This design comes from an exercise in tuning for small area, a short achievable clock period and few clock cycles per item on the open sky130 flow, not from production work. RTL that was checked went through simulation tests only; none was proved equivalent to the original. No functional check of the RTL was part of run 2. Power is estimated from default activity; no workload was simulated.

===== design/flow/run.sh =====
#!/bin/bash
# synth_recipe.tcl (not shown) runs the flow's synth.tcl, then flattens the netlist and writes it again
# the make line also repeats each setting of config.mk as NAME=value (left out here)
make -C /OpenROAD-flow-scripts/flow DESIGN_CONFIG=/design/flow/config.mk WORK_HOME=/design/flow/orfs CLKGATE_MAP_FILE= SYNTH_SCRIPT=/design/flow/synth_recipe.tcl finish

===== design/flow/config.mk =====
export PLATFORM = sky130hd
export DESIGN_NAME = moving_average_deviation_alarm
export DESIGN_NICKNAME = moving_average_deviation_alarm
export VERILOG_FILES = /design/flow/design.v
export SDC_FILE = /design/flow/constraint.sdc
export NUM_CORES = 4
export LEC_CHECK = 0
export CAP_MARGIN = 20
export CORE_MARGIN = 2
export CORE_UTILIZATION = 40
export SLEW_MARGIN = 20

===== design/flow/constraint.sdc =====
create_clock -name core_clock -period 5.5 [get_ports {clk}]
set_input_delay 1.1000 -clock core_clock [delete_from_list [all_inputs] [get_ports {clk}]]
set_output_delay 1.1000 -clock core_clock [all_outputs]
set_load 0.01 [all_outputs]

===== design/flow/design.v =====
package mada_pkg;
  localparam int WINDOW_SIZE_DEFAULT = 20;
  localparam int SAMPLE_W            = 12;
  localparam int PERIOD_W            = 8;
  localparam int CFG_INDEX_W         = 4;
  localparam int CFG_DATA_W          = 12;
endpackage
module moving_average_deviation_alarm #(
  parameter int WINDOW_SIZE = mada_pkg::WINDOW_SIZE_DEFAULT
) (
  input  logic        clk,
  input  logic        rst,
  input  logic        in_valid,
  output logic        in_stall,
  input  logic [11:0] sample,
  output logic        out_valid,
  input  logic        out_stall,
  output logic [11:0] average,
  output logic [11:0] deviation,
  output logic        alarm,
  output logic        report_due,
  output logic        initialized,
  input  logic        cfg_valid,
  output logic        cfg_ready,
  input  logic [3:0]  cfg_index,
  input  logic [11:0] cfg_data
);
  logic [11:0] thr, vlo, vhi;
  logic [7:0]  per;
  assign cfg_ready = 1'b1;
  always_ff @(posedge clk) begin
    if (rst) begin
      thr <= 12'd32;
      vlo <= 12'd16;
      vhi <= 12'd1600;
      per <= 8'd10;
    end else if (cfg_valid) begin
      case (cfg_index)
        4'd0: thr <= cfg_data;
        4'd1: vlo <= cfg_data;
        4'd2: vhi <= cfg_data;
        4'd3: per <= cfg_data[7:0];
        default: ;
      endcase
    end
  end
  logic        adv;
  logic        acc;
  logic        skid_v;
  logic [11:0] skid_d;
  logic [11:0] win [0:20];
  logic        v0;
  assign adv      = !(out_valid && out_stall);
  assign in_stall = skid_v;
  assign acc      = in_valid && !skid_v;
  always_ff @(posedge clk) begin
    if (rst) begin
      skid_v <= 1'b0;
      v0     <= 1'b0;
    end else begin
      skid_v <= !adv && (skid_v || acc);
      if (adv) v0 <= skid_v || acc;
    end
  end
  always_ff @(posedge clk) begin
    if (!skid_v) skid_d <= sample;
  end
  always_ff @(posedge clk) begin
    if (adv && (skid_v || acc)) begin
      win[0] <= skid_v ? skid_d : sample;
      for (int i = 1; i <= 20; i++) win[i] <= win[i-1];
    end
  end
  logic signed [11:0] s0;
  logic [16:0]        sum;
  logic               filled;
  logic [4:0]         kcnt;
  logic [11:0]        fill_val;
  logic [7:0]         cnt;
  logic [11:0]        rem;
  logic               in_range, fill, upd, rep;
  assign s0       = $signed(win[0]);
  assign in_range = (s0 > $signed(vlo)) && (s0 < $signed(vhi));
  assign fill     = v0 && !filled && in_range;
  assign upd      = v0 && filled;
  assign rem      = (kcnt == 5'd20) ? win[20] : fill_val;
  assign rep      = (cnt >= per);
  logic        v1, upd1, init1, rep1;
  logic [11:0] s1;
  always_ff @(posedge clk) begin
    if (rst) begin
      filled <= 1'b0;
      cnt    <= 8'd0;
      v1     <= 1'b0;
    end else if (adv) begin
      if (fill) filled <= 1'b1;
      if (v0) cnt <= rep ? 8'd1 : cnt + 8'd1;
      v1 <= v0;
    end
  end
  always_ff @(posedge clk) begin
    if (adv) begin
      if (fill) begin
        sum      <= {1'b0, ~s0[11], s0[10:0], 4'd0} + {3'b0, ~s0[11], s0[10:0], 2'd0};
        fill_val <= win[0];
        kcnt     <= 5'd0;
      end else if (upd) begin
        sum <= sum + 17'(s0) - 17'($signed(rem));
        if (kcnt != 5'd20) kcnt <= kcnt + 5'd1;
      end
      s1    <= win[0];
      upd1  <= upd;
      init1 <= filled || fill;
      rep1  <= rep;
    end
  end
  logic               sneg, snz;
  logic [14:0]        v0q;
  logic [19:0]        bq;
  logic [8:0]         k2;
  logic [20:0]        tq;
  logic [11:0]        quot;
  logic [11:0]        avg;
  logic               v2, init2, rep2;
  logic [11:0]        s2;
  assign sneg = sum < 17'd40960;
  assign snz  = |sum[1:0];
  assign v0q  = sum[16:2];
  assign bq   = {v0q, 5'd0} + {v0q, 4'd0} + {v0q, 1'b0} + v0q;
  assign k2   = {sneg & snz, sneg & !snz, sneg & !snz, 1'b1, 5'd0};
  assign tq   = bq + (bq >> 8) + k2;
  assign quot = tq[19:8] ^ 12'h800;
  always_ff @(posedge clk) begin
    if (rst) begin
      avg <= 12'd0;
      v2  <= 1'b0;
    end else if (adv) begin
      if (v1 && upd1) avg <= quot;
      v2 <= v1;
    end
  end
  always_ff @(posedge clk) begin
    if (adv) begin
      s2    <= s1;
      init2 <= init1;
      rep2  <= rep1;
    end
  end
  logic signed [12:0] diff;
  logic [11:0]        dev;
  assign diff = $signed({s2[11], s2}) - $signed({avg[11], avg});
  assign dev  = (s2 == 12'd0 || avg == 12'd0) ? 12'd0
              : (diff[12] ? 12'(-diff) : diff[11:0]);
  always_ff @(posedge clk) begin
    if (rst) begin
      out_valid <= 1'b0;
    end else if (adv) begin
      out_valid <= v2;
    end
  end
  always_ff @(posedge clk) begin
    if (adv) begin
      average     <= avg;
      deviation   <= dev;
      alarm       <= (dev >= thr);
      report_due  <= rep2;
      initialized <= init2;
    end
  end
endmodule

==> flow_summary.toml, run 1 <==
[min_path]
holdPathStages = 0
hp-start = "win[6][8]"
hold_class = "reg2reg"
min_to = "win[7][8]"

[worst_setup_path]
cp_max_fo = 3
crit_type = "reg2reg"
arrival_ns = 5.78
cp-end-kind = "flip-flop"
crit_required_ns = 5.91
rrSetupSlack_ns = 0.13
cp_top_family = "adder cells"
r2r-end = "avg[5]"
cpMaxStageDelayCell = "fa_1"
crit_buf_inv = 2
worst_path_most_repeated_cell = "a21oi_2"
cp_slowest_stage_delay_ns = 0.60
start_kind = "flip-flop"
reg2reg_depth = 22
r2r_start = "sum[3]"
path_cells = "inv_2, fa_1, inv_1, fa_1, ha_4, o21ai_1, o21ai_2, a21oi_2, a21oi_2, a21oi_2, o21bai_2, xor2_2, fa_1, ha_4, a21o_2, a21o_2, a221o_1, a21oi_2, nor2b_1, or3_1, nand3_2, a21oi_2"

[timing]
relSlewSlack = 0.338
finClkSkew_ns = 0.0535
period_share = 0.977
fin_crit_ns = 5.37
finalSetupViolations = 0
hold_violations = 0
drv_slew = 0
fmax_mhz = 186
rsz0062_at_grt = "true"
tightest_slew_ns = 0.990
timing.hold.ws_ns = 0.407

[place]
place.gp.congestion = 0.814
dp_cells = 2150
placed_area_sq_um = 21300
io_buffers = 61
dpl.hpwl_um = 26000

[drt]
wire_per_inst_um = 16.6
drt_iter0_markers = 731
num_vias = 11017
viasPerCell = 4.92
drc_errors = 0
antenna_left = 0
first_pass_iters = 5
totalWireLength_um = 37200

[pwr]
power_density_nw_per_um2 = 428
p_leak_nw = 9.01
totalPowerFinal_mw = 9.87
vdd_ir_drop_max_mv = 0.294

[floorplan]
die_area_sq_um = 50100
die_w_um = 224
start_util = 0.405
coreArea_sq_um = 47700
die_y_um = 224
rows = 80
boundaryPins = 63

[clocking]
clockBufferDepth = 3
cts_tree = "built"
path_clk_slew_ns = 0.06
cts_buffers = 44
insertion_delay_ns = 0.58
clock_sinks = 424
cts_root_buf = "clkbuf_16"
htree_num_levels = 2

[finish]
instances_no_fill = 2239
final_common_cell = "edfxtp_1"
n_antenna_cell = 0
fin_nets = 1804
n_fill_cell = 4126
syn_to_final_growth_pct = 19.4
fin_area_sq_um = 23100
most-common-layout-cells = "edfxtp_1, inv_1, ha_1, nor2_1, buf_4"
final_layout_size_suffix_gt1_frac = 0.158

[yosys]
syn_nets = 1632
synthCells = 1419
yosys_register_bits = 424
synth_enable_flop_cells = 342
ys.flop_type = "edfxtp_1"
async_flop_share = 0
yosys_warnings = 2
synth.distinct_cells = 80
syn_area_sq_um = 19300
syn_avg_cell_area_sq_um = 13.6
ys_seq_area_frac = 0.616

[global_routing]
antenna_found_initial = 0
track_usage = 0.152
grt_remaining_overflow = 0
grt_max_degree = 64
grt_pass1_wl_um = 59600
grt_pass1_vias = 11102

[run_status]
outcome = "timing/DRC/antenna clean"

[flow_run]
max_cap_viol_count = 0
## how the worst max path moves through the flow
stage	from	endpoint	slack, ns	cells after the start
after floorplan	out_stall	win[0][0]	-0.01	3
after global placement	sum[7]	avg[5]	-0.002	22
after detailed placement	sum[6]	avg[5]	-0.15	22
after CTS	sum[6]	avg[5]	0.007	24
after global routing	sum[7]	avg[5]	-0.08	24
final	sum[3]	avg[5]	0.13	22
## cell type report
cell class	count	area, sq um	share of cell area
clock buffer	56	1160	0.0501
sequential	424	11900	0.516
multi-input combinational	807	7000	0.303
tap	615	769	0.0333
timing repair buffer	150	1340	0.0579
inverter	164	616	0.0267
clock inverter	23	302	0.0131
## logic make-up after synthesis
group                      after synthesis  synth area share
DFF                                    424             0.616
and+or+nand+nor                        295            0.0751
AOI/OAI and AO/OA                      199            0.0711
buffers and inverters                  188            0.0375
adders and majority gates              180             0.133
xor gates and xnor gates                69            0.0326
muxes                                   63            0.0342
other                                    1          0.000194
## where the power goes
| group | switching (mW) | internal [mW] | leakage (nW) |
|---|---|---|---|
| Sequential | 0.0657 | 3.68 | 4.08 |
| Clock | 1.21 | 1.74 | 0.695 |
| Combinational | 1.63 | 1.54 | 4.23 |
## metal layers
metal,GRT usage,share of wire,vias up
met5,0,0,-
met4,0.0508,0.020,0
met2,0.235,0.45,191
met3,0.0216,0.042,46
met1,0.221,0.49,5353
li1,-,-,5427
## worst reg2reg max path, cell delays in order, from the launching register on
cell and delay (ns):
edfxtp_1 0.37, inv_2 0.07, fa_1 0.53, inv_1 0.05, fa_1 0.55, ha_4 0.23
o21ai_1 0.22, o21ai_2 0.12, a21oi_2 0.20, a21oi_2 0.09, a21oi_2 0.16, o21bai_2 0.09
xor2_2 0.17, fa_1 0.60, ha_4 0.22, a21o_2 0.18, a21o_2 0.20, a221o_1 0.43
a21oi_2 0.19, nor2b_1 0.08, or3_1 0.34, nand3_2 0.10, a21oi_2 0.07
## state kept, by name, summed over array words and instances (netlist names), 12 cells and up
name / flops
s1: 12
thr: 12
deviation: 12
sum: 17
avg: 12
fill_val: 12
vlo: 12
win: 252
skid_d: 12
s2: 12
average: 12
vhi: 12
## what timing repair did
action,CTS,global route
hold endpoints to repair,0,0
hold buffers,0,0
buffers inserted,1,9
cloned,0,0
endpoints found under the setup margin,8,10
gates resized for setup,15,33
pin swaps,8,26
## cells in the mapped netlist (all sizes together), types with 2 or more instances
library cell,number,area share
nand4,9,0.0029
fa,43,0.045
o21ai,38,0.010
o2111ai,2,0.00091
a211oi,14,0.0062
a41oi,2,0.0019
a31oi,5,0.0019
a211o,7,0.0032
a21oi,61,0.016
inv,162,0.031
nor4,11,0.0036
ha,137,0.089
nand2,51,0.0099
o21a,9,0.0035
dfxtp,82,0.085
and2,10,0.0032
mux2,24,0.014
or2,4,0.0013
nor4b,3,0.0014
nand3,27,0.0070
or3,10,0.0035
a2111oi,4,0.0031
o21bai,8,0.0031
nor2b,10,0.0034
buf,7,0.0024
clkbuf,17,0.0033
edfxtp,342,0.53
nand2b,13,0.0042
o211ai,5,0.0019
o31ai,4,0.0016
clkinv,2,0.00039
mux2i,39,0.020
nor3b,6,0.0026
and3,7,0.0023
nand3b,3,0.0012
xnor2,43,0.021
a21boi,5,0.0019
xor2,26,0.012
nor3,19,0.0055
nor2,108,0.021
a21o,22,0.0087
## through the flow
| step | TNS (ns) | setup slack (ns) | utilization |
|---|---|---|---|
| floorplan | -3.01 | -0.0119 | - |
| global placement | -0.00174 | -0.00174 | 0.446 |
| detailed placement | -0.615 | -0.146 | 0.446 |
| CTS | 0 | 0.00699 | 0.478 |
| global route | -0.158 | -0.0751 | 0.484 |
| finish | 0 | 0.128 | 0.484 |
Testbench counts, summed over its fixed seeds: cycles 3,232, items 3,200.
==> inputs of run 2 (changes only) <==
--- a/design/flow/design.v
+++ b/design/flow/design.v
@@ -73,5 +73,5 @@
   end
   logic signed [11:0] s0;
-  logic [16:0]        sum;
+  logic signed [16:0] sum;
   logic               filled;
   logic [4:0]         kcnt;
@@ -102,5 +102,5 @@
     if (adv) begin
       if (fill) begin
-        sum      <= {1'b0, ~s0[11], s0[10:0], 4'd0} + {3'b0, ~s0[11], s0[10:0], 2'd0};
+        sum      <= 17'(s0) * 17'sd20;
         fill_val <= win[0];
         kcnt     <= 5'd0;
@@ -115,20 +115,11 @@
     end
   end
-  logic               sneg, snz;
-  logic [14:0]        v0q;
-  logic [19:0]        bq;
-  logic [8:0]         k2;
-  logic [20:0]        tq;
+  logic signed [31:0] prod;
   logic [11:0]        quot;
   logic [11:0]        avg;
   logic               v2, init2, rep2;
   logic [11:0]        s2;
-  assign sneg = sum < 17'd40960;
-  assign snz  = |sum[1:0];
-  assign v0q  = sum[16:2];
-  assign bq   = {v0q, 5'd0} + {v0q, 4'd0} + {v0q, 1'b0} + v0q;
-  assign k2   = {sneg & snz, sneg & !snz, sneg & !snz, 1'b1, 5'd0};
-  assign tq   = bq + (bq >> 8) + k2;
-  assign quot = tq[19:8] ^ 12'h800;
+  assign prod = sum * 32'sd26215;
+  assign quot = prod[30:19] + {11'd0, sum[16]};
   always_ff @(posedge clk) begin
     if (rst) begin
==> flow_summary.toml, run 2 <==
[clocking]
clock_sinks = 424
cts_root_buf = "clkbuf_16"
htree_num_levels = 2
path_clk_slew_ns = 0.07
clockBufferDepth = 3
cts_tree = "built"
insertion_delay_ns = 0.56
cts_buffers = 41
cts_hold_buf = 0

[flow_run]
max_cap_viol_count = 0

[finish]
fin_nets = 2393
most-common-layout-cells = "edfxtp_1, inv_1, ha_1, buf_4, fa_1"
top_register = "win"
fin_util = 0.489
largest_reg_flops = 252
final_layout_size_suffix_gt1_frac = 0.171
reg_top3 = "win: 252 flops, sum: 17 flops"
syn_to_final_growth_pct = 21.5
final_common_cell = "edfxtp_1"

[place]
io_buffers = 61
preCtsSetupSlack_ns = -0.852
dpl.hpwl_um = 33600
place.gp.congestion = 0.864

[drt]
antenna_left = 0
num_vias = 13573
totalWireLength_um = 45800
first_pass_iters = 5
drc_errors = 0
drt_iter0_markers = 755
viasPerCell = 4.80
wire_per_inst_um = 16.2

[min_path]
hold_class = "reg2reg"

[pwr]
p_int_mw = 10.0
totalPowerFinal_mw = 16.4
pwr-share-seq = 0.229
p_leak_nw = 11.4
switching_share = 0.388
vdd_ir_drop_max_mv = 0.706
comb_power_share = 0.604
switching_power_mw = 6.38
clock_power_share = 0.167
power_density_nw_per_um2 = 598

[global_routing]
grt_max_degree = 97
track_usage = 0.156
grt_pass1_vias = 13907
grt_remaining_overflow = 0
grt_pass1_wl_um = 73200
antenna_found_initial = 2

[floorplan]
rows = 87
coreArea_sq_um = 56200
boundaryPins = 63
start_util = 0.403
die_area_sq_um = 58400
die_y_um = 242
die_w_um = 242

[worst_setup_path]
crit_buf_inv = 3
arrival_ns = 6.65
path_cells = "buf_6, ha_4, xor2_4, ha_4, fa_1, fa_2, fa_1, inv_1, fa_1, inv_2, ha_4, a21o_1, a31o_4, a211oi_4, o21a_1, xnor2_2, ha_2, nand2_1, and4bb_2, nand3_4, a211oi_4, and3_4, nor3_2, o31a_1"
cp_top_family = "adder cells"
cp_max_fo = 4
crit_required_ns = 5.94
start_kind = "flip-flop"
crit_type = "reg2reg"
cp_slowest_stage_delay_ns = 0.52
cpMaxStageDelayCell = "fa_1"
cp-end-kind = "flip-flop"

[yosys]
synth_commonest_cells = "edfxtp_1, inv_1, ha_1"
ys.flop_type = "edfxtp_1"
syn_area_sq_um = 22600
synthCells = 1788
synth_enable_flop_cells = 342
synth.distinct_cells = 68
async_flop_share = 0
yosys_warnings = 2
yosysTopAreaCellShare = 0.454
ys_seq_area_frac = 0.527
yosys_register_bits = 424
synthTopCellsByArea = "edfxtp_1, ha_1, fa_1"
syn_avg_cell_area_sq_um = 12.6
synth_top_area_cell = "edfxtp_1"
syn_nets = 2144
synth.most_common_cell = "edfxtp_1"

[timing]
timing.hold.ws_ns = 0.406
tightest_slew_ns = 0.989
finalSetupViolations = 10
fmax_mhz = 161
fin_crit_ns = 6.22
finClkSkew_ns = 0.0187
hold_violations = 0
relSlewSlack = 0.331
timing.setup.tns_ns = -5.36
setup_slack_ns = -0.715
period_share = 1.13
rsz0062_at_grt = "true"
drv_slew = 0

[run_status]
outcome = "finished with violations"
failed_checks = "setup timing"
[run 2: cell types whose count changed in the layout (fill, tap and decap cells not counted), sizes merged, moves of 10 or more]
cell,change
inv,+166
a21oi,+10
xor2,+17
buf,+81
ha,+73
fa,+70
[run 2: path summary, 6_finish.rpt]
kind                    from         end  slack (ns)  depth (start not counted)
setup / recovery      sum[3]     avg[11]       -0.72                         24
hold / removal    win[2][11]  win[3][11]        0.41                          0
setup reg to reg      sum[3]     avg[11]       -0.72                         24
hold reg to reg   win[2][11]  win[3][11]        0.41                          0
[run 2: area by class of cell]
type	count	area (sq um)
timing repair buffer	231	1960
clock inverter	28	278
antenna	1	2.50
clock buffer	48	1050
multi-input combinational	1013	10100
fill	4978	28700
inverter	326	1220
tap	756	946
sequential	424	11900
[run 2: cell families after synthesis]
| logic type | Yosys count | share of synthesized area |
|---|---|---|
| muxes | 67 | 0.0310 |
| DFF | 424 | 0.527 |
| other | 1 | 0.000166 |
| adders and majority gates | 323 | 0.216 |
| and+or+nand+nor | 300 | 0.0642 |
| xor gates and xnor gates | 94 | 0.0364 |
| buffers and inverters | 351 | 0.0584 |
| AOI/OAI and AO/OA | 228 | 0.0666 |
[run 2: metal layers]
metal  share of wire  global-route usage  vias up
li1                -                   -     6629
met2            0.47               0.251      196
met3           0.034              0.0184       57
met1            0.48               0.224     6691
met5               0                   0        -
met4           0.017              0.0372        0
[run 2: power groups by stage]
| stage | Clock (mW) | Sequential, mW | Combinational (mW) |
|---|---|---|---|
| 2_1_floorplan | 0 | 3.81 | 4.90 |
| 3_3_place_gp | 0 | 3.82 | 7.69 |
| 3_5_place_dp | 0 | 3.82 | 7.72 |
| 4_1_cts | 2.83 | 3.76 | 8.64 |
| 5_1_grt | 2.96 | 3.77 | 10.8 |
| 6_report | 2.75 | 3.76 | 9.93 |
[run 2: worst reg2reg max path, cell delays in order (launching register included)]
cell and delay (ns):
edfxtp_1 0.50, buf_6 0.18, ha_4 0.17, xor2_4 0.23
ha_4 0.23, fa_1 0.52, fa_2 0.46, fa_1 0.49
inv_1 0.05, fa_1 0.49, inv_2 0.04, ha_4 0.22
a21o_1 0.18, a31o_4 0.22, a211oi_4 0.26, o21a_1 0.21
xnor2_2 0.13, ha_2 0.20, nand2_1 0.05, and4bb_2 0.34
nand3_4 0.12, a211oi_4 0.24, and3_4 0.24, nor3_2 0.05
o31a_1 0.28
[run 2: timing repair]
action,in CTS,in global routing
pin swaps,37,41
cloned,0,0
resized for setup,52,50
setup endpoints to repair,11,12
buffers inserted,21,14
endpoints found under the hold margin,0,0
[run 2: per-stage QoR]
stage / area (sq um) / std cells
2_1_floorplan: 22700 / 1788
3_3_place_gp: 25200 / 2718
3_5_place_dp: 25200 / 2718
4_1_cts: 27100 / 2815
5_1_grt: 27500 / 2826
6_report: 27500 / 2827

-- re-timing with driven ports --
Ports are ideal in the flow. The routed layouts listed here were re-timed in OpenROAD.
Step 1: set_driving_cell puts a clkbuf_16 on clk and a buf_2 on each other input, an assumption about the parent block.
Step 2 moves the port delays by t, midway between the first and last clock arrival at a register: inputs arrive t later, outputs are due t later. That takes back most of the time a late clock gives input paths.
Slacks: ideal / step 1 / step 2; pairs: ideal / step 1.
run	t, ns	setup WS [ns]	clock arrival spread, ns	slew at the worst register clock pin (ns)	worst slew at a driven data input, ns
run 1	0.609	0.128 / 0.128 / 0.128	0.053 / 0.053	0.07 / 0.07	0.05
run 2	0.607	-0.715 / -0.715 / -0.715	0.019 / 0.019	0.07 / 0.07	0.06
